From an optimization exercise on the open Yosys and OpenROAD flow, aimed at small area and a short achievable clock period; shortcuts taken in it are not production practice.
In this exercise RTL edits were held to simulation tests only and were not proved equivalent to the original.
Power is estimated from default activity; no workload was simulated.

==> design/flow/design.v <==
package cnn_pkg;
    localparam int DATA_W   = 21;
    localparam int POOL_W   = DATA_W - 1;
    localparam int MAX_W    = 256;
    localparam int DIM_W    = 9;
    localparam int LB_DEPTH = MAX_W / 2;
    localparam int LB_AW    = $clog2(LB_DEPTH);
    localparam logic [DIM_W-1:0] MAX_W_DIM = DIM_W'(MAX_W);
    typedef enum logic {
        IDLE = 1'b0,
        RUN  = 1'b1
    } state_t;
endpackage
import cnn_pkg::*;
module pool_line_buffer
(
    input  logic              clk,
    input  logic              sh,
    input  logic [POOL_W-1:0] din,
    input  logic [3:0]        fsel,
    input  logic [3:0]        dsel,
    input  logic [7:0]        csel,
    output logic [POOL_W-1:0] tap
);
    localparam int NF = 4;
    localparam int ND = 12;
    localparam int NC = 111;
    logic [POOL_W-1:0] f [NF];
    logic [POOL_W-1:0] d [ND];
    logic [POOL_W-1:0] c [NC];
    logic [POOL_W-1:0] g1, g2;
    always_comb begin
        g1 = '0;
        for (int i = 0; i < NF; i++) begin
            g1 = g1 | (f[i] & {POOL_W{fsel[i]}});
        end
        g2 = g1 & {POOL_W{dsel[0]}};
        for (int b = 1; b < 4; b++) begin
            g2 = g2 | (d[4*b-1] & {POOL_W{dsel[b]}});
        end
        tap = g2 & {POOL_W{csel[0]}};
        for (int a = 1; a < 8; a++) begin
            tap = tap | (c[16*a-2] & {POOL_W{csel[a]}});
        end
    end
    always_ff @(posedge clk) begin
        if (sh) begin
            f[0] <= din;
            for (int i = 1; i < NF; i++) begin
                f[i] <= f[i-1];
            end
            d[0] <= g1;
            for (int j = 1; j < ND; j++) begin
                d[j] <= d[j-1];
            end
            c[0] <= g2;
            for (int j = 1; j < NC; j++) begin
                c[j] <= c[j-1];
            end
        end
    end
endmodule
import cnn_pkg::*;
module relu_maxpool
(
    input  logic              clk,
    input  logic              rst,
    input  logic              clear,
    input  logic              start,
    input  logic [DIM_W-1:0]  map_width,
    input  logic [DIM_W-1:0]  map_height,
    input  logic [DATA_W-1:0] in_data,
    input  logic              in_valid,
    output logic [POOL_W-1:0] out,
    output logic              done,
    output logic              frame_done,
    output logic              busy,
    output logic              cfg_err
);
    logic               busy_q, done_q, frame_done_q, cfg_err_q;
    logic [DIM_W-1:0]   w_q, ccnt_q, rcnt_q;      
    logic               lastc_q, lastr_q, codd_q, rodd_q;
    logic [POOL_W-1:0]  a_q;                      
    logic [POOL_W-1:0]  pm_q;                     
    logic [POOL_W-1:0]  out_q;
    logic               sh_q;                     
    logic [3:0]         fsel_q, dsel_q;
    logic [7:0]         csel_q;
    logic               p1_q;
    logic               accept, pair_ev, dims_ok, cfg_ld, cfg_d;
    logic [POOL_W-1:0]  vraw, y, a_d, tap;
    logic               neg, lb_use, a_y, a_tap, a_en, lastp_q;
    logic [6:0]         sx_q;
    logic [3:0]         fsel_d, dsel_d;
    logic [7:0]         csel_d;
    always_comb begin
        vraw    = in_data[POOL_W-1:0];
        neg     = in_data[DATA_W-1];
        accept  = busy_q && in_valid;
        pair_ev = accept && codd_q;
        dims_ok = (map_width >= DIM_W'(2)) && (map_width <= MAX_W_DIM) &&
                  (map_height >= DIM_W'(2));
        lb_use  = busy_q && (rodd_q ^ lastp_q);
        a_y     = busy_q && (!codd_q || (lb_use && p1_q));
        a_tap   = codd_q && lb_use && !p1_q;
        a_en    = !busy_q || (accept && (codd_q || !lastc_q));
    end
    pool_max_k u_max (.a(a_q), .v(vraw), .neg(neg), .y(y),
                      .k(a_y), .t(tap), .kt(a_tap), .yk(a_d));
    always_comb begin
        fsel_d = '0;
        dsel_d = '0;
        csel_d = '0;
        fsel_d[sx_q[1:0]] = 1'b1;
        dsel_d[sx_q[3:2]] = 1'b1;
        csel_d[sx_q[6:4]] = 1'b1;
    end
    always_ff @(posedge clk) begin
        if (w_q[8]) begin
            sx_q <= 7'd127;
        end else if (w_q[7:1] <= 7'd17) begin
            sx_q <= w_q[7:1] - 7'd2;
        end else begin
            sx_q <= w_q[7:1] - 7'd1;
        end
        p1_q   <= (w_q[8:1] == 8'd1);
        fsel_q <= fsel_d;
        dsel_q <= dsel_d;
        csel_q <= csel_d;
    end
    always_ff @(posedge clk) begin
        if (rst || clear) begin
            busy_q       <= 1'b0;
            done_q       <= 1'b0;
            frame_done_q <= 1'b0;
            out_q        <= '0;
        end else begin
            done_q       <= pair_ev && rodd_q;
            frame_done_q <= accept && lastc_q && lastr_q;
            if (!busy_q && start) begin
                if (dims_ok) begin
                    busy_q    <= 1'b1;
                end
            end
            if (accept && lastc_q && lastr_q) begin
                busy_q <= 1'b0;
            end
            if (pair_ev && rodd_q) begin
                out_q <= y;
            end
        end
    end
    always_comb begin
        cfg_ld = !busy_q && start && !clear;
        cfg_d  = !rst && ((cfg_ld && !dims_ok) || (!cfg_ld && cfg_err_q));
    end
    always_ff @(posedge clk) begin
        cfg_err_q <= cfg_d;
    end
    always_ff @(posedge clk) begin
        if (!busy_q && start) begin
            w_q     <= map_width;
            ccnt_q  <= map_width;
            rcnt_q  <= map_height;
            lastc_q <= 1'b0;
            lastp_q <= (map_width <= DIM_W'(3));
            lastr_q <= 1'b0;
            codd_q  <= 1'b0;
            rodd_q  <= 1'b0;
        end else if (accept) begin
            if (lastc_q) begin
                ccnt_q  <= w_q;
                lastc_q <= 1'b0;
                lastp_q <= (w_q <= DIM_W'(3));
                codd_q  <= 1'b0;
                rcnt_q  <= rcnt_q - DIM_W'(1);
                lastr_q <= (rcnt_q == DIM_W'(2));
                rodd_q  <= !rodd_q;
            end else begin
                ccnt_q  <= ccnt_q - DIM_W'(1);
                lastc_q <= (ccnt_q == DIM_W'(2));
                lastp_q <= (ccnt_q <= DIM_W'(3));
                codd_q  <= !codd_q;
            end
        end
        if (a_en) begin
            a_q <= a_d;
        end
        pm_q <= y;
        sh_q <= pair_ev;
    end
    pool_line_buffer u_line_buf (
        .clk  (clk),
        .sh   (sh_q),
        .din  (pm_q),
        .fsel (fsel_q),
        .dsel (dsel_q),
        .csel (csel_q),
        .tap  (tap)
    );
    assign out        = out_q;
    assign done       = done_q;
    assign frame_done = frame_done_q;
    assign busy       = busy_q;
    assign cfg_err    = cfg_err_q;
endmodule
module pool_max_pfx
(
    input  logic [POOL_W-1:0] a,
    input  logic [POOL_W-1:0] v,
    output logic [POOL_W-2:0] gn,
    output logic [POOL_W-2:0] en
);
    localparam int LV = $clog2(POOL_W);    
    function automatic integer done_lv;
        input integer i;
        integer k;
        begin
            done_lv = 0;
            for (k = 0; k <= LV; k = k + 1) begin
                if (i + (1 << k) < POOL_W) done_lv = k + 1;
            end
        end
    endfunction
    logic [POOL_W-1:0] g [LV+1];
    logic [POOL_W-1:0] e [LV+1];
    logic [POOL_W-1:0] gx, ex;             
    for (genvar i = 0; i < POOL_W; i++) begin : g_bit0
        pool_max_bit u_b (.a(a[i]), .v(v[i]), .g(g[0][i]), .e(e[0][i]));
    end
    for (genvar i = 0; i < POOL_W; i++) begin : g_inv
        if (done_lv(i) < LV) begin : g_x
            pool_max_inv u_i (.a(g[done_lv(i)][i]), .y(gx[i]));
            pool_max_inv u_j (.a(e[done_lv(i)][i]), .y(ex[i]));
        end else begin : g_nx
            assign gx[i] = 1'b0;
            assign ex[i] = 1'b0;
        end
    end
    for (genvar k = 0; k < LV; k++) begin : g_lv
        for (genvar i = 0; i < POOL_W; i++) begin : g_bit
            if (i + (1 << k) < POOL_W) begin : g_comb
                if (k % 2 == 0) begin : g_t
                    pool_max_ct u_c (.gh(g[k][i+(1<<k)]), .eh(e[k][i+(1<<k)]),
                                     .gl(g[k][i]), .el(e[k][i]),
                                     .gn(g[k+1][i]), .en(e[k+1][i]));
                end else begin : g_n
                    pool_max_cn u_c (.gnh(g[k][i+(1<<k)]), .enh(e[k][i+(1<<k)]),
                                     .gnl(g[k][i]), .enl(e[k][i]),
                                     .g(g[k+1][i]), .e(e[k+1][i]));
                end
            end else if ((k + 1 - done_lv(i)) % 2 == 0) begin : g_same
                assign g[k+1][i] = g[done_lv(i)][i];
                assign e[k+1][i] = e[done_lv(i)][i];
            end else begin : g_flip
                assign g[k+1][i] = gx[i];
                assign e[k+1][i] = ex[i];
            end
        end
    end
    for (genvar i = 0; i < POOL_W - 1; i++) begin : g_out
        assign gn[i] = g[LV][i+1];
        assign en[i] = e[LV][i+1];
    end
endmodule
module pool_max_k
(
    input  logic [POOL_W-1:0] a,
    input  logic [POOL_W-1:0] v,
    input  logic              neg,
    output logic [POOL_W-1:0] y,
    input  logic              k,
    input  logic [POOL_W-1:0] t,
    input  logic              kt,
    output logic [POOL_W-1:0] yk
);
    logic [POOL_W-2:0] gn, en;
    pool_max_pfx u_p (.a(a), .v(v), .gn(gn), .en(en));
    for (genvar i = 0; i < POOL_W - 1; i++) begin : g_out
        pool_max_out u_o (.a(a[i]), .v(v[i]), .neg(neg), .gn(gn[i]), .en(en[i]), .y(y[i]));
        pool_max_outk u_k (.a(a[i]), .v(v[i]), .neg(neg), .gn(gn[i]), .en(en[i]),
                           .k(k), .t(t[i]), .kt(kt), .y(yk[i]));
    end
    assign y[POOL_W-1]  = a[POOL_W-1] | (v[POOL_W-1] & ~neg);
    assign yk[POOL_W-1] = (k & y[POOL_W-1]) | (kt & t[POOL_W-1]);
endmodule
module pool_max_bit
(
    input  logic a,
    input  logic v,
    output logic g,
    output logic e
);
    assign g = a & ~v;
    assign e = ~(a ^ v);
endmodule
module pool_max_ct
(
    input  logic gh,
    input  logic eh,
    input  logic gl,
    input  logic el,
    output logic gn,
    output logic en
);
    assign gn = ~(gh | (eh & gl));
    assign en = ~(eh & el);
endmodule
module pool_max_cn
(
    input  logic gnh,
    input  logic enh,
    input  logic gnl,
    input  logic enl,
    output logic g,
    output logic e
);
    assign g = ~(gnh & (enh | gnl));
    assign e = ~(enh | enl);
endmodule
module pool_max_inv
(
    input  logic a,
    output logic y
);
    assign y = ~a;
endmodule
module pool_max_out
(
    input  logic a,
    input  logic v,
    input  logic neg,
    input  logic gn,
    input  logic en,
    output logic y
);
    assign y = (a & (neg | ~(gn & en))) | (v & gn & ~neg);
endmodule
module pool_max_outk
(
    input  logic a,
    input  logic v,
    input  logic neg,
    input  logic gn,
    input  logic en,
    input  logic k,
    input  logic t,
    input  logic kt,
    output logic y
);
    assign y = (k & a & (neg | ~(gn & en))) | (k & v & gn & ~neg) | (kt & t);
endmodule
==> design/flow/run.sh <==
#!/bin/bash
# synth_recipe.tcl (not shown) runs the flow's synth.tcl, then flattens the netlist and writes it again
# the make line also repeats each setting of config.mk as NAME=value (left out here)
make -C /OpenROAD-flow-scripts/flow DESIGN_CONFIG=/design/flow/config.mk WORK_HOME=/design/flow/orfs CLKGATE_MAP_FILE= SYNTH_SCRIPT=/design/flow/synth_recipe.tcl finish
==> design/flow/config.mk <==
export PLATFORM = sky130hd
export DESIGN_NAME = relu_maxpool
export DESIGN_NICKNAME = relu_maxpool
export VERILOG_FILES = /design/flow/design.v
export SDC_FILE = /design/flow/constraint.sdc
export NUM_CORES = 4
export LEC_CHECK = 0
export CAP_MARGIN = 20
export CORE_MARGIN = 2
export CORE_UTILIZATION = 60
export CTS_CLUSTER_DIAMETER = 120
export CTS_CLUSTER_SIZE = 30
export SETUP_SLACK_MARGIN = 3.3
export SLEW_MARGIN = 20
export SYNTH_HIERARCHICAL = 1
==> design/flow/constraint.sdc <==
create_clock -name core_clock -period 5.5 [get_ports {clk}]
set_input_delay 1.1000 -clock core_clock [delete_from_list [all_inputs] [get_ports {clk}]]
set_output_delay 1.1000 -clock core_clock [all_outputs]
set_load 0.01 [all_outputs]
==> notes.md, run 1 <==
* Worst Path Required at 4.40 ns
* VDD IR-drop max at between 200 and 300 µV
* Seq/Total Area, Yosys at 93.0%
* Area Overhead vs Synth at 8.96%
* Die height at 381 µm
* Number of synthesized flops with an enable pin at 2,588
* Drt drc at 0
* Largest net degree at the start of global routing at 214
* Setup Skew at 0.0264 ns
* RSZ-0062 raised after global routing: yes
* Cell variety after synth at 53
* Clock Latency Late Sink at 0.74 ns
* CP bufs+invs at 1
* Initial DRT Pass Iterations at 5
* ANT nets after route at 0
* Status: timing/DRC/antenna clean
* CTS Hold Bufs at 0
* Max Fclk at 425 MHz
* Layout cell share with drive strength beyond 1 at 13.5%
* CTS root buffer: clkbuf_16
* First-pass GRT wire length at ~190,000 µm
* Final setup vio count at 0
* Post-layout net count at 3,894
* Crit path DAT at 1.25 ns
* Syn nets at 3,672
* GP Congestion at 0.791
* Final Critical Period at 2.35 ns
* 1st-iter DRT viols at 3,375
* Crit path max fanout at 2
* Via density at 5.63
* CP Capture Type: primary output
* Seq cells post-synth at 2,661
* Vias in the first global route at 31,100
* Avg Cell Area, Syn at 23.7 µm²
* Tot GR Track Use at 17.2%
* Post-Syn Area at approximately 85,000 µm²
* Crit path max-delay family: flip-flops
* Fin crit share at 42.7%
* Crit path launch type: register
* CP peak stage delay at 0.40 ns
* Starting Density at 60.3%
* Final hold violation count at 0
* Port Buffer Count at 67
* Avg WL per Cell at 22.1 µm
* Via count at 32,300
* Die Wd at 381 µm
* Setup_tns at 0 ns
* Post-synth ARST share at 0%
* CTS tree: done
* Grt total ovfl at 0
* Dpl hpwl at 65,900 µm
* Max-cap violations at 0
* Cells after synthesis at between 3,000 and 4,000
* # IOs at 68
* Worst-margin pin slew at 1.11 ns
* H-tree depth at 3
* Pwr dens at 340 nW/µm²
* Crit-path slowest cell: dfxtp_4
* Ys flop type: edfxtp_1
* Setup CP Type: register to primary output
* Rel. slew slack at 25.7%
* Max Transition Viols Final at 0
* Ys Warns at 16
* CTS clk-pin slew, worst paths at 0.11 ns
* Tightest Hold Check Type: register to register
* Initial antenna violation count at 4
* Die area at 145,000 µm²
* WL final at 127,000 µm
* Critical-path cell list: buf_6
* CORE AREA at 141,000 µm²
* Deepest clock path buffer count at 3
* Rows at roughly 140
* Static leakage at 24.7 nW
* Clock sink total at ~2,700
* Total clock buffers created by CTS at 98
* Total power at 31.6 mW
==> what timing repair did <==
item,in CTS,in global routing
pin swaps,57,77
setup buffers,45,29
setup endpoints to repair,2274,87
gates cloned,3,1
resized for setup,337,91
hold endpoints to repair,0,0
==> Yosys cell counts, types with 6 or more instances <==
master | n | area, µm²
dfxtp_1 | 73 | 1460
a32o_1 | 19 | 190
xnor2_1 | 10 | 87.6
and3b_1 | 19 | 166
a21oi_2 | 36 | 315
o21ai_0 | 18 | 90.1
edfxtp_1 | 2588 | 77700
nand4b_1 | 20 | 175
a21o_1 | 21 | 158
a22oi_1 | 100 | 751
a21oi_1 | 39 | 195
ha_1 | 31 | 388
nor2_1 | 63 | 236
and2_1 | 6 | 37.5
nand2b_1 | 7 | 43.8
o211ai_2 | 19 | 238
a221o_1 | 21 | 210
o21ai_2 | 28 | 245
clkbuf_1 | 33 | 124
nor4_1 | 7 | 43.8
buf_2 | 12 | 60.1
nand3_1 | 25 | 125
nand2_1 | 206 | 773
buf_4 | 17 | 128
a222oi_1 | 20 | 200
inv_1 | 76 | 285
xor2_1 | 7 | 61.3
nand3b_1 | 19 | 143
==> cell families (layout without fill, tap and decap cells) <==
group                      count (synthesis)  in the layout  share of synthesized area (%)
AOI/OAI and AO/OA                        337            337                           3.19
xor gates and xnor gates                  17             17                          0.175
adders and majority gates                 31             31                          0.456
buffers and inverters                    144            403                          0.772
DFF                                     2661           2661                           93.0
muxes                                      5              5                         0.0588
other                                      0              2                              0
and+or+nand+nor                          402            402                           2.33
==> per-stage QoR <==
| step | std cells | util (%) | setup WS (ns) | cell area [µm²] | hold slack [ns] |
|---|---|---|---|---|---|
| 4_1_cts | 5716 | 65.3 | 3.01 | 92200 | 0.402 |
| 5_1_grt | 5746 | 65.7 | 3.07 | 92700 | 0.415 |
| 3_3_place_gp | 5530 | 62.5 | 1.74 | 88300 | 0.391 |
| 3_5_place_dp | 5531 | 62.6 | 1.76 | 88400 | 0.390 |
| 2_1_floorplan | 3597 | - | -12.70 | 85100 | 0.386 |
| 6_report | 5748 | 65.7 | 3.15 | 92700 | 0.409 |
==> Yosys stat by module (local to each module, per instance) <==
module | area [µm²] | flops+latches
pool_max_outk | 37.5 | 0
pool_max_pfx | 120 | 0
pool_line_buffer | 78100 | 2540
pool_max_inv | 3.75 | 0
pool_max_cn | 12.5 | 0
pool_max_out | 21.3 | 0
relu_maxpool | 4570 | 121
pool_max_k | 28.8 | 0
pool_max_ct | 12.5 | 0
pool_max_bit | 16.3 | 0
==> cell type report <==
type,instances,area [µm²]
Antenna cell,2,5.00
Multi-Input combinational cell,792,6080
Sequential cell,2661,79200
Timing Repair Buffer,189,2030
Clock buffer,131,2600
Timing Repair inverter,1,7.51
Clock inverter,6,115
Tap cell,1890,2360
Inverter,76,295
Fill cell,9173,48500
==> registers in the layout, indices dropped and copies added (netlist names), 4 cells and up <==
name,count
a_q,20
ccnt_q,9
csel_q,8
dsel_q,4
fsel_q,4
out_q,20
pm_q,20
rcnt_q,9
sx_q,7
u_line_buf.c,2220
u_line_buf.d,240
u_line_buf.f,80
w_q,9
==> layout by cell type (no fill, tap or decap), drive strengths merged, types with 20 or more instances in the layout <==
master  count
nand2     206
a22oi     100
nand4b     20
a221o      21
o21ai      48
a222oi     20
ha         31
a21oi      75
a21o       21
dfxtp      73
buf       155
inv        76
nor2       63
clkbuf    139
nand3      25
edfxtp   2588
==> final timing paths <==
check / from / endpoint / slack [ns] / cells past startpoint
setup / recovery: out_q[15] / out[15] / 3.15 / 1
hold / removal: u_line_buf.c[31][16] / u_line_buf.c[32][16] / 0.41 / 0
setup reg to reg: csel_q[1] / a_q[3] / 3.19 / 7
hold reg to reg: u_line_buf.c[31][16] / u_line_buf.c[32][16] / 0.41 / 0
==> power breakdown <==
group / total (mW) / leakage [nW] / internal, mW / switching [mW]
clock network: 8.78 / 1.30 / 3.41 / 5.37
registers: 22.0 / 19.8 / 22.0 / 0.0740
logic: 0.761 / 3.60 / 0.280 / 0.481
==> routing by layer <==
metal	GRT usage [%]	part of all wire, %	wire, µm
met5	0	0	0
met4	3.89	1.9	2440
met3	2.43	3.6	4560
met2	24.4	44	55200
met1	29.0	51	64700
==> run 2: changes to the inputs <==
--- a/design/flow/config.mk
+++ b/design/flow/config.mk
@@ -12,3 +12,3 @@
 export CTS_CLUSTER_SIZE = 30
-export SETUP_SLACK_MARGIN = 3.3
+export SETUP_SLACK_MARGIN = 3.4
 export SLEW_MARGIN = 20
==> run 2 against run 1 <==
  * Via count rose by 0.65%
  * Total power is essentially flat
  * Register-to-register slack improved by 0.04 ns
  * Cell count rose by 0.47%
  * Final area is 0.44% higher
  * Die area did not move
  * Largest power group unchanged
==> notes.md, run 2 <==
* Status: timing/DRC/antenna clean
* Final Critical Period at 2.35 ns (-0.0000100 ns)
* Max-cap violations at 0 (unchanged)
* Static leakage at 24.9 nW (+0.87%)
* Largest regs: u_line_buf.c: 2220 flops, u_line_buf.d: 240 flops, u_line_buf.f: 80 flops
* Biggest register: u_line_buf.c
* Syn nets at 3,672 (unchanged)
* Final setup vio count at 0 (unchanged)
* Via density at 5.64 (+0.18%)
* Most frequent cell after synthesis: edfxtp_1
* CP peak stage delay at 0.40 ns (about the same)
* Die height at 381 µm (unchanged)
* Layout cell share with drive strength beyond 1 at 14.9% (+1.4 points)
* Post-Syn Area at 85,100 µm² (unchanged)
* CTS root buffer: clkbuf_16
* Max Fclk at 425 MHz (about the same)
* Initial DRT Pass Iterations at 5 (unchanged)
* CORE AREA at 141,000 µm² (unchanged)
* Vias in the first global route at 31,300 (+0.48%)
* Grt total ovfl at 0 (unchanged)
* Rows at 138 (unchanged)
* Ys flop type: edfxtp_1
* Max reg flops at 2,220 (unchanged)
* Max Transition Viols Final at 0 (unchanged)
* Setup CP Type: register to primary output
* Final hold violation count at 0 (unchanged)
* Setup WS post-layout at 3.15 ns (+0.0000100 ns)
* ANT nets after route at 0 (unchanged)
* Number of synthesized flops with an enable pin at 2,588 (unchanged)
* Starting Density at 60.3% (unchanged)
* Crit-path slowest cell: dfxtp_4
* RSZ-0062 raised after global routing: yes
* Tot GR Track Use at 17.3% (+0.093 points)
* Cell variety after synth at 53 (unchanged)
* Initial antenna violation count at 6 (+2)
* Cells after synthesis at 3,597 (unchanged)
* Synth area leaders: edfxtp_1 91%, dfxtp_1 1.7%, nand2_1 0.91%, a22oi_1 0.88%, ha_1 0.46%
* Most frequent cells in the layout: 2,588 x edfxtp_1, 165 x nand2_1, 100 x clkbuf_16, 100 x buf_4, 95 x a22oi_1
* Setup slack at placement at 1.76 ns (unchanged)
* Avg WL per Cell at 22.2 µm (+0.40%)
* CTS Hold Bufs at 0 (unchanged)
* WL final at 128,000 µm (+0.88%)
* Die area at 145,000 µm² (unchanged)
* Fill count at 9,158 (-0.16%)
* CP Capture Type: primary output
* Post-synth ARST share at 0% (unchanged)
* Fin area at 93,200 µm² (+0.44%)
* Crit path launch type: register
* Tightest Hold Check Type: register to register
* # IOs at 68 (unchanged)
* WHS at 0.408 ns (-0.00114 ns)
* Port Buffer Count at 67 (unchanged)
* CTS clk-pin slew, worst paths at 0.10 ns (about the same)
* Pwr dens at 339 nW/µm² (-0.35%)
* Worst Path Required at 4.40 ns (about the same)
* Commonest non-fill, non-tap cell in the layout: edfxtp_1
* Die Wd at 381 µm (unchanged)
* Clock sink total at 2,661 (unchanged)
* Crit path max-delay family: flip-flops
* Clock Latency Late Sink at 0.74 ns (about the same)
* Via count at 32,600 (+0.65%)
* Post-layout net count at 3,923 (+0.74%)
* CP bufs+invs at 1 (unchanged)
* Deepest clock path buffer count at 3 (unchanged)
* Area Overhead vs Synth at 9.44%
* Ys Warns at 16 (unchanged)
* CTS tree: done
* Worst-margin pin slew at 1.09 ns (-0.0259 ns)
* Avg Cell Area, Syn at 23.7 µm² (unchanged)
* 1st-iter DRT viols at 3,540 (+4.9%)
* Ant. Diodes at 0 (-2)
* First-pass GRT wire length at 191,000 µm (+0.47%)
* Most instantiated cells after synthesis: 2,588 x edfxtp_1, 206 x nand2_1, 100 x a22oi_1, 76 x inv_1, 73 x dfxtp_1
* Dpl hpwl at 65,900 µm (unchanged)
* Placement Cell Area at 88,400 µm² (unchanged)
* Total power at 31.6 mW (about the same)
* Share of the synthesized area in the top cell type at 91.3% (unchanged)
* Largest net degree at the start of global routing at 214 (unchanged)
* Crit path max fanout at 2 (unchanged)
* Fin crit share at 42.7% (about the same)
* Crit path DAT at 1.25 ns (about the same)
* Total clock buffers created by CTS at 98 (unchanged)
* Setup Skew at 0.0256 ns (-0.000835 ns)
* VDD IR-drop max at 268 µV (about the same)
* Area leader, netlist: edfxtp_1
* H-tree depth at 3 (unchanged)
* Setup_tns at 0 ns (unchanged)
* Drt drc at 0 (unchanged)
* Rel. slew slack at 27.4% (+1.7 points)
* GP Congestion at 0.791 (unchanged)
* Seq cells post-synth at 2,661 (unchanged)
* Seq/Total Area, Yosys at 93.0% (unchanged)
* Critical-path cell list: buf_6
## run 2: repair_timing
item                                    in CTS  in global routing
resized for setup                          407                 77
pin swaps                                  103                 85
cloned                                       3                  2
setup buffers                               70                 32
endpoints found under the setup margin    2349                 85
## run 2: modules after synthesis, one instance, submodules excluded
module            times used  cells
pool_max_inv              24      1
pool_max_ct               36      2
pool_max_k                 1      4
pool_max_outk             19      5
pool_max_cn               28      2
pool_max_out              19      3
pool_max_pfx               1     16
relu_maxpool               1    420
pool_max_bit              19      2
pool_line_buffer           1   2815
## run 2: per-stage QoR
step | std cells | util (%)
global route | 5775 | 66.0
global placement | 5530 | 62.5
floorplan | 3597 | -
finish | 5775 | 66.0
CTS | 5741 | 65.6
detailed placement | 5531 | 62.6
## run 2: cell type report
class	count	area, µm²	area share, %
repair inverters	1	7.51	0.00806
clock inverters	6	115	0.124
inverters	76	293	0.314
flip-flops and latches	2661	79200	85.1
multi-input cells	793	6230	6.69
repair buffers	217	2290	2.46
clock buffers	131	2600	2.79
well taps	1890	2360	2.54
## run 2: path summary, 6_finish.rpt
check                            start                   end  slack, ns  cells past startpoint
setup / recovery             out_q[15]               out[15]       3.15                      1
hold / removal    u_line_buf.c[31][16]  u_line_buf.c[32][16]       0.41                      0
setup reg to reg             csel_q[4]                a_q[3]       3.23                      7
hold reg to reg   u_line_buf.c[31][16]  u_line_buf.c[32][16]       0.41                      0
## run 2: kinds of logic after synthesis
| group | after synthesis | share of synthesized area [%] |
|---|---|---|
| AO/OA/AOI/OAI | 337 | 3.19 |
| XOR/XNOR | 17 | 0.175 |
| adder cells (fa/ha/maj) | 31 | 0.456 |
| buffers and inverters | 144 | 0.772 |
| flip-flops | 2661 | 93.0 |
| multiplexers | 5 | 0.0588 |
| AND/OR/NAND/NOR | 402 | 2.33 |
## run 2: per-layer routing
metal	track usage, %	vias up	part of all wire, %
met1	29.2	17100	50
li1	-	14700	-
met3	2.38	137	4.0
met2	24.5	657	44
met5	0	-	0.010
met4	3.84	2	1.9
## run 2: power breakdown
| part | internal [mW] | switching (mW) |
|---|---|---|
| Clock | 3.41 | 5.37 |
| Combinational | 0.299 | 0.493 |
| Sequential | 22.0 | 0.0738 |
| Total | 25.7 | 5.93 |

static timing again, ports no longer ideal:
How much do the figures lean on ideal ports? The routed layouts below were timed once more, with nothing changed but the port constraints.
Step 1, drivers: a clkbuf_16 drives clk and a buf_2 each remaining input, both assumed.
Step 2, shift: input delay + t, output delay - t, t = (earliest + latest rising clock arrival at the registers) / 2. This alone moves slack from input paths to output paths.
Slacks: ideal ports / drivers / drivers and shift; pairs: ideal ports / drivers.
| run | t (ns) | setup slack, ns | worst setup path at the end | slew at the worst register clock pin (ns) | pins driven straight from the clock port |
|---|---|---|---|---|---|
| run 1 | 0.801 | 3.149 / 3.070 / 2.511 | input to register | 0.12 / 0.12 | 1 |
| run 2 | 0.800 | 3.149 / 3.070 / 2.535 | input to register | 0.12 / 0.12 | 1 |
After both steps setup and hold are still met in every run listed. The setup slack of run 1, which loses most, moves by -0.079 ns with the drivers and by -0.638 ns with both steps.
